From an optimization exercise on the open Yosys and OpenROAD flow, aimed at small area, a short achievable clock period and few clock cycles per item; shortcuts taken in it are not production practice.
At most, simulation tests tie the RTL to the original design; equivalence was not proved.
Power is estimated from default activity; no workload was simulated.

==> flow/design.v <==
module aoi222 (
    input  logic a1, a2,
    input  logic b1, b2,
    input  logic c1, c2,
    output logic y
);
    assign y = ~((a1 & a2) | (b1 & b2) | (c1 & c2));
endmodule
module proj_readout_top (
    input  logic         clk,
    input  logic         rst,
    input  logic         event_start,    
    input  logic [71:0]  item_count,     
    input  logic [527:0] mem_data,       
    input  logic         out_ack,        
    output logic [11:0]  mem_rd_en,      
    output logic [59:0]  mem_rd_addr,    
    output logic [53:0]  out_word,       
    output logic         out_req,        
    output logic         done            
);
    localparam int N_MEM = 12;
    logic             busy;       
    logic             init;       
    logic             wait1;      
    logic             arm;        
    logic             fin;        
    logic [2:0]       bx;         
    logic [3:0]       k;          
    logic [4:0]       a;          
    logic [N_MEM-1:0] nzq;        
    logic [5:0]       cnt;        
    logic [3:0]       nk;         
    logic             any_q;      
    logic             eom_q;      
    logic [43:0]      data_q;     
    logic             last_q;     
    logic [N_MEM-1:0] nz;         
    logic [N_MEM-1:0] above;      
    logic [3:0]       k_above;    
    logic             end_of_mem;
    logic             accept;     
    logic             ack_seen;   
    logic             idle_link;  
    always_comb begin
        for (int j = 0; j < N_MEM; j++) begin
            nz[j]    = |item_count[6*j +: 6];
            above[j] = nzq[j] && (4'(j) > k);
        end
        k_above = '0;
        for (int j = N_MEM - 1; j >= 0; j--) begin
            if (above[j]) k_above = 4'(j);
        end
    end
    logic [N_MEM-1:0] kdec;       
    logic [N_MEM-1:0] ksel;       
    logic [5:0]       cnt_n [N_MEM/3];
    logic [43:0]      data_n [N_MEM/3];
    logic [5:0]       cnt_sel;
    logic [43:0]      data_sel;
    always_comb begin
        for (int j = 0; j < N_MEM; j++) begin
            kdec[j] = (k == 4'(j));
        end
    end
    for (genvar g = 0; g < N_MEM / 3; g++) begin : g_grp
        for (genvar i = 0; i < 6; i++) begin : g_cnt
            aoi222 u_aoi (
                .a1 (kdec[3*g]),     .a2 (item_count[6*(3*g) + i]),
                .b1 (kdec[3*g + 1]), .b2 (item_count[6*(3*g + 1) + i]),
                .c1 (kdec[3*g + 2]), .c2 (item_count[6*(3*g + 2) + i]),
                .y  (cnt_n[g][i])
            );
        end
        for (genvar i = 0; i < 44; i++) begin : g_dat
            aoi222 u_aoi (
                .a1 (ksel[3*g]),     .a2 (mem_data[44*(3*g) + i]),
                .b1 (ksel[3*g + 1]), .b2 (mem_data[44*(3*g + 1) + i]),
                .c1 (ksel[3*g + 2]), .c2 (mem_data[44*(3*g + 2) + i]),
                .y  (data_n[g][i])
            );
        end
    end
    assign cnt_sel  = ~(cnt_n[0] & cnt_n[1] & cnt_n[2] & cnt_n[3]);
    assign data_sel = ~(data_n[0] & data_n[1] & data_n[2] & data_n[3]);
    assign end_of_mem = ({1'b0, a} + 6'd1) == cnt;
    assign accept     = event_start && !busy;
    assign ack_seen   = out_req && out_ack;
    assign idle_link  = !out_req && !out_ack;
    always_ff @(posedge clk) begin
        if (rst) begin
            busy    <= 1'b0;
            init    <= 1'b0;
            wait1   <= 1'b0;
            arm     <= 1'b0;
            fin     <= 1'b0;
            out_req <= 1'b0;
            done    <= 1'b0;
            bx      <= 3'd7;
        end else begin
            done  <= 1'b0;
            init  <= 1'b0;
            wait1 <= init && !nzq[0];
            if (accept) begin
                busy <= 1'b1;
                init <= 1'b1;
                arm  <= 1'b0;
                fin  <= 1'b0;
                bx   <= bx + 3'd1;
            end else if (busy) begin
                if (wait1 || (init && nzq[0])) arm <= 1'b1;
                if (init) begin
                    if (nzq == '0) begin
                        done <= 1'b1;          
                        busy <= 1'b0;
                    end
                end else if (ack_seen) begin
                    out_req <= 1'b0;
                    if (last_q) fin <= 1'b1;
                end else if (idle_link) begin
                    if (fin) begin
                        done <= 1'b1;          
                        busy <= 1'b0;
                    end else if (arm) begin
                        out_req <= 1'b1;
                    end
                end
            end
        end
    end
    always_ff @(posedge clk) begin
        if (accept) begin
            a <= '0;
            k <= '0;
        end else if (init) begin
            if (!nzq[0]) k <= k_above;
        end else if (ack_seen) begin
            if (!eom_q) begin
                a <= a + 5'd1;
            end else if (!last_q) begin
                a <= '0;
                k <= nk;
            end
        end
    end
    always_ff @(posedge clk) begin
        nzq    <= nz;
        nk     <= k_above;
        any_q  <= |above;
        ksel   <= kdec;
        cnt    <= cnt_sel;
        data_q <= data_sel;
        eom_q  <= end_of_mem;
        last_q <= end_of_mem && !any_q;
    end
    assign mem_rd_en   = '1;
    assign mem_rd_addr = {N_MEM{a}};
    assign out_word    = {last_q, bx, k, 2'b00, data_q};
endmodule
clock: 4.5 ns
lec_check: 0
cap_margin: 20
core_area: 5 5 245 245
die_area: 0 0 250 250
place_density: 0.6
setup_slack_margin: 2.4
slew_margin: 20
synth_hierarchical: 1
synth_minimum_keep_size: 0
standard.sh (not shown) runs the stock make flow with config.mk's settings and CLKGATE_MAP_FILE= SYNTH_SCRIPT=/design/flow/synth_recipe.tcl, a recipe that flattens the netlist after the stock synthesis.
==> flow/flow/run.sh <==
#!/bin/bash
# Standard layout, with the smallest buffer on every input and output port.
set -uo pipefail
export BUFFER_PORTS_ARGS="-buffer_cell sky130_fd_sc_hd__buf_1"
bash standard.sh > standard.log 2>&1
Testbench counts at the start, summed over its fixed seeds: cycles 92,895, words 22,694.
Rerun with:
--- a/flow/design.v
+++ b/flow/design.v
@@ -26,8 +26,9 @@
     logic             arm;        
     logic             fin;        
     logic [2:0]       bx;         
     logic [3:0]       k;          
+    logic [N_MEM-1:0] khot;       
     logic [4:0]       a;          
     logic [N_MEM-1:0] nzq;        
     logic [5:0]       cnt;        
     logic [3:0]       nk;         
@@ -37,8 +38,12 @@
     logic             last_q;     
     logic [N_MEM-1:0] nz;         
     logic [N_MEM-1:0] above;      
     logic [3:0]       k_above;    
+    logic [N_MEM-1:0] nkh;        
+    logic [N_MEM-1:0] h_above;    
+    logic [3:0]       k_first;    
+    logic [N_MEM-1:0] h_first;    
     logic             end_of_mem;
     logic             accept;     
     logic             ack_seen;   
     logic             idle_link;  
@@ -47,29 +52,29 @@
             nz[j]    = |item_count[6*j +: 6];
             above[j] = nzq[j] && (4'(j) > k);
         end
         k_above = '0;
+        k_first = '0;
         for (int j = N_MEM - 1; j >= 0; j--) begin
             if (above[j]) k_above = 4'(j);
+            if (nzq[j])   k_first = 4'(j);
+        end
+        for (int j = 0; j < N_MEM; j++) begin
+            h_above[j] = (k_above == 4'(j)) && (above != '0);
+            h_first[j] = (k_first == 4'(j)) && (nzq != '0);
         end
     end
-    logic [N_MEM-1:0] kdec;       
     logic [N_MEM-1:0] ksel;       
     logic [5:0]       cnt_n [N_MEM/3];
     logic [43:0]      data_n [N_MEM/3];
     logic [5:0]       cnt_sel;
     logic [43:0]      data_sel;
-    always_comb begin
-        for (int j = 0; j < N_MEM; j++) begin
-            kdec[j] = (k == 4'(j));
-        end
-    end
     for (genvar g = 0; g < N_MEM / 3; g++) begin : g_grp
         for (genvar i = 0; i < 6; i++) begin : g_cnt
             aoi222 u_aoi (
-                .a1 (kdec[3*g]),     .a2 (item_count[6*(3*g) + i]),
-                .b1 (kdec[3*g + 1]), .b2 (item_count[6*(3*g + 1) + i]),
-                .c1 (kdec[3*g + 2]), .c2 (item_count[6*(3*g + 2) + i]),
+                .a1 (khot[3*g]),     .a2 (item_count[6*(3*g) + i]),
+                .b1 (khot[3*g + 1]), .b2 (item_count[6*(3*g + 1) + i]),
+                .c1 (khot[3*g + 2]), .c2 (item_count[6*(3*g + 2) + i]),
                 .y  (cnt_n[g][i])
             );
         end
         for (genvar i = 0; i < 44; i++) begin : g_dat
@@ -99,17 +104,17 @@
             bx      <= 3'd7;
         end else begin
             done  <= 1'b0;
             init  <= 1'b0;
-            wait1 <= init && !nzq[0];
+            wait1 <= init;
             if (accept) begin
                 busy <= 1'b1;
                 init <= 1'b1;
                 arm  <= 1'b0;
                 fin  <= 1'b0;
                 bx   <= bx + 3'd1;
             end else if (busy) begin
-                if (wait1 || (init && nzq[0])) arm <= 1'b1;
+                if (wait1) arm <= 1'b1;
                 if (init) begin
                     if (nzq == '0) begin
                         done <= 1'b1;          
                         busy <= 1'b0;
@@ -128,27 +133,28 @@
             end
         end
     end
     always_ff @(posedge clk) begin
-        if (accept) begin
-            a <= '0;
-            k <= '0;
-        end else if (init) begin
-            if (!nzq[0]) k <= k_above;
+        if (init) begin
+            a    <= '0;
+            k    <= k_first;
+            khot <= h_first;
         end else if (ack_seen) begin
             if (!eom_q) begin
                 a <= a + 5'd1;
             end else if (!last_q) begin
-                a <= '0;
-                k <= nk;
+                a    <= '0;
+                k    <= nk;
+                khot <= nkh;
             end
         end
     end
     always_ff @(posedge clk) begin
         nzq    <= nz;
         nk     <= k_above;
+        nkh    <= h_above;
         any_q  <= |above;
-        ksel   <= kdec;
+        ksel   <= khot;
         cnt    <= cnt_sel;
         data_q <= data_sel;
         eom_q  <= end_of_mem;
         last_q <= end_of_mem && !any_q;
Result:
- The changed run went through all stages and came out clean
- synthesized area went up by 13%
- worst setup slack is worse by 0.29 ns
- power went up by 41%
- sequential share of layout area went up by 3.2 points
- fmax went down by 12%
- worst hold slack is worse by 0.022 ns
- global-route usage went up by 1.8 points
- cell count went up by 4.3%
- clock skew went up by 0.023 ns
- non-clock buffer count went up by 17
- wire length went up by 8.6%
- sequential power went up by 24%
For the second run of this note, only the layout was checked, not whether the RTL still works.

what the ideal ports hide:
The results above use ideal ports. As a check the final layouts listed here were re-extracted and re-timed, cells and wires unchanged.
Step 1 assumes that a clkbuf_16 drives the clock port and a buf_2 every other input.
Step 2 adds t to the input delays and takes it off the output delays; t is the mean of the earliest and latest rising clock arrival at the registers after step 1. Input paths then give back, and output paths get back, about the clock's delay inside the block.
a / b / c = ideal ports / drivers / drivers and shift; a / b = the first two.
run | t, ns | slack for setup (ns) | hold WS [ns] | worst register clock-pin slew, ns
the first run | 0.430 | 2.439 / 2.395 / 2.207 | 0.416 / 0.416 / 0.416 | 0.09 / 0.09
the second run | 0.515 | 2.149 / 2.179 / 1.664 | 0.394 / 0.394 / 0.394 | 0.07 / 0.07
After both steps every run listed still meets setup and hold. For the second run, which loses most, drivers alone change the setup slack by +0.030 ns; drivers and shift together by -0.485 ns.
